This design comes from an exercise in tuning for small area, a short achievable clock period and few clock cycles per item on the open sky130 flow, not from production work. In this exercise RTL edits were held to simulation tests only and were not proved equivalent to the original. No activity file was given, so power comes from the tool's default toggle rates.

// cache_l1_top
module cache_l1_top #(
  parameter bit REGIN = 1'b0
) (
  input  logic                     clk,
  input  logic                     reset,
  input  logic                     cpu_req,
  input  logic                     cpu_we,
  input  logic [24-1:0] cpu_addr,
  input  logic [7:0]               cpu_wdata,
  output logic                     cpu_ack,
  output logic [7:0]               cpu_rdata,
  output logic                     mem_req,
  output logic                     mem_we,
  output logic [24-1:0] mem_addr,
  output logic [32-1:0] mem_wdata,
  input  logic                     mem_ack,
  input  logic [32-1:0] mem_rdata
);
  localparam int SETS = 1 << 4;
  localparam int WAYS = 4;
  localparam int TW   = 18;
  localparam int IW   = 4;
  localparam int LW   = 32;
  localparam int UW   = 3;
  function automatic logic gt3(input logic [2:0] a, input logic [2:0] b);
    gt3 = (a[2] & ~b[2]) |
          ((a[2] | ~b[2]) & ((a[1] & ~b[1]) | ((a[1] | ~b[1]) & a[0] & ~b[0])));
  endfunction
  function automatic logic [2:0] sat_inc(input logic [2:0] c);
    sat_inc = {c[2] | (c[1] & c[0]),
               (c[1] & ~c[0]) | (c[0] & (~c[1] | c[2])),
               ~c[0] | (c[2] & c[1])};
  endfunction
  localparam logic [2:0] S_IDLE  = 3'd0;   
  localparam logic [2:0] S_LOOK  = 3'd1;   
  localparam logic [2:0] S_WB    = 3'd2;   
  localparam logic [2:0] S_WBREL = 3'd3;   
  localparam logic [2:0] S_FILL  = 3'd4;   
  localparam logic [2:0] S_DONE  = 3'd5;   
  localparam logic [2:0] S_MWAIT = 3'd6;   
  logic [2:0] state;
  logic [TW-1:0] tag_q   [SETS][WAYS];
  logic [LW-1:0] data_q  [SETS][WAYS];
  logic [UW-1:0] cnt_q   [SETS][WAYS];
  logic          dirty_q [SETS][WAYS];
  logic [TW-1:0] a_tag;
  logic [IW-1:0] a_idx;
  logic [1:0]    a_off;
  logic          a_we;
  logic [7:0]    a_wdata;
  logic          look;   
  if (REGIN) begin : g_regin
    logic [24-1:0] r_addr;
  ...
==> flow/config.mk <==
export PLATFORM = sky130hd
export DESIGN_NAME = cache_l1_top
export DESIGN_NICKNAME = cache_l1_top
export VERILOG_FILES = /design/flow/design.v
export SDC_FILE = /design/flow/constraint.sdc
export NUM_CORES = 8
export LEC_CHECK = 0
export CAP_MARGIN = 20
export CORE_MARGIN = 2
export CORE_UTILIZATION = 40
export CTS_CLUSTER_DIAMETER = 60
export CTS_CLUSTER_SIZE = 22
export SLEW_MARGIN = 20
export TNS_END_PERCENT = 20
==> flow/constraint.sdc <==
create_clock -name core_clock -period 12.0 [get_ports {clk}]
set_input_delay 2.4000 -clock core_clock [delete_from_list [all_inputs] [get_ports {clk}]]
set_output_delay 2.4000 -clock core_clock [all_outputs]
set_load 0.01 [all_outputs]
standard.sh (not shown) runs the stock make flow with config.mk's settings and CLKGATE_MAP_FILE= SYNTH_SCRIPT=/design/flow/synth_recipe.tcl, a recipe that flattens the netlist after the stock synthesis.
==> flow/flow/run.sh <==
#!/bin/bash
set -o pipefail
bash standard.sh SETUP_SLACK_MARGIN=7.25 finish > standard.log 2>&1
Testbench counts at the start, summed over its fixed seeds: cycles 68,342, accesses 24,000.
Change:
==> flow/flow/run.sh (replaced) <==
#!/bin/bash
set -o pipefail
bash standard.sh SETUP_SLACK_MARGIN=7.4 "BUFFER_PORTS_ARGS=-buffer_cell sky130_fd_sc_hd__buf_4" finish > standard.log 2>&1
Final area increases by 0.49%.
Utilization rises by 0.22 points.
Cell count is about the same.
Total power is higher by 0.30%.
Wire length increases by 2.7%.
Clock-buffer cell count stays the same.
First-iteration DRC count rose by 0.30%.
Clock power is lower by about 0.6%.
Clock skew drops by 0.0098 ns.

========
== epsilon ==
cache_l1_top, a different RTL version from the one above (not shown whole).
Size in the first run: roughly 8100 cells after synthesis, about 3600 flip-flops, roughly 140 I/O pins, ~150000 sq um of cells after synthesis.
export LEC_CHECK = 0
export CAP_MARGIN = 20
export CORE_MARGIN = 2
export CORE_UTILIZATION = 40
export CTS_CLUSTER_DIAMETER = 65
export CTS_CLUSTER_SIZE = 26
export SLEW_MARGIN = 20
export TNS_END_PERCENT = 20
create_clock -name core_clock -period 12.0 [get_ports {clk}]
==> flow/flow/run.sh <==
#!/bin/bash
set -o pipefail
bash standard.sh SETUP_SLACK_MARGIN=7.6 "BUFFER_PORTS_ARGS=-buffer_cell sky130_fd_sc_hd__buf_4" finish > standard.log 2>&1
epsilon: PASS, flow complete, no timing, DRC or antenna violations
Testbench counts of epsilon, summed over its fixed seeds: cycles 68,342, accesses 24,000.
Relative to epsilon, the following input files were edited for gamma:
- swapping 26 for 22 in CTS_CLUSTER_SIZE
- swapping 65 for 60 in CTS_CLUSTER_DIAMETER
==> comparison <==
epsilon consumes less power than gamma. Taking epsilon as the reference point, the critical path depth of gamma falls by 3. Summary of gamma over epsilon: detailed-route vias per instance flat; via count of the first global-routing pass saw an increase.

port drivers added, routing unchanged:
Ports are ideal in the flow. The routed layouts listed here were re-timed in OpenROAD. Step 1 assumes that a clkbuf_16 drives the clock port and a buf_2 every other input. Step 2, shift: input delay + t, output delay - t, t = (earliest + latest rising clock arrival at the registers) / 2. This alone moves slack from input paths to output paths. Slacks: ideal ports / drivers / drivers and shift; pairs: ideal ports / drivers.
| run | shift t [ns] | slack for setup (ns) | worst hold slack (ns) |
|---|---|---|---|
| the first run of note 1 | 1.016 | 7.068 / 6.890 / 5.873 | 0.475 / 0.475 / 0.475 |
| the second run of note 1 | 1.014 | 7.126 / 6.815 / 5.802 | 0.473 / 0.473 / 0.473 |
| epsilon | 1.057 | 7.302 / 6.887 / 5.830 | 0.480 / 0.480 / 0.480 |
| gamma | 1.038 | 7.307 / 7.022 / 5.984 | 0.482 / 0.482 / 0.482 |
After both steps setup and hold are still met in every run listed. For epsilon, which loses most, drivers alone change the setup slack by -0.415 ns; drivers and shift together by -1.472 ns.
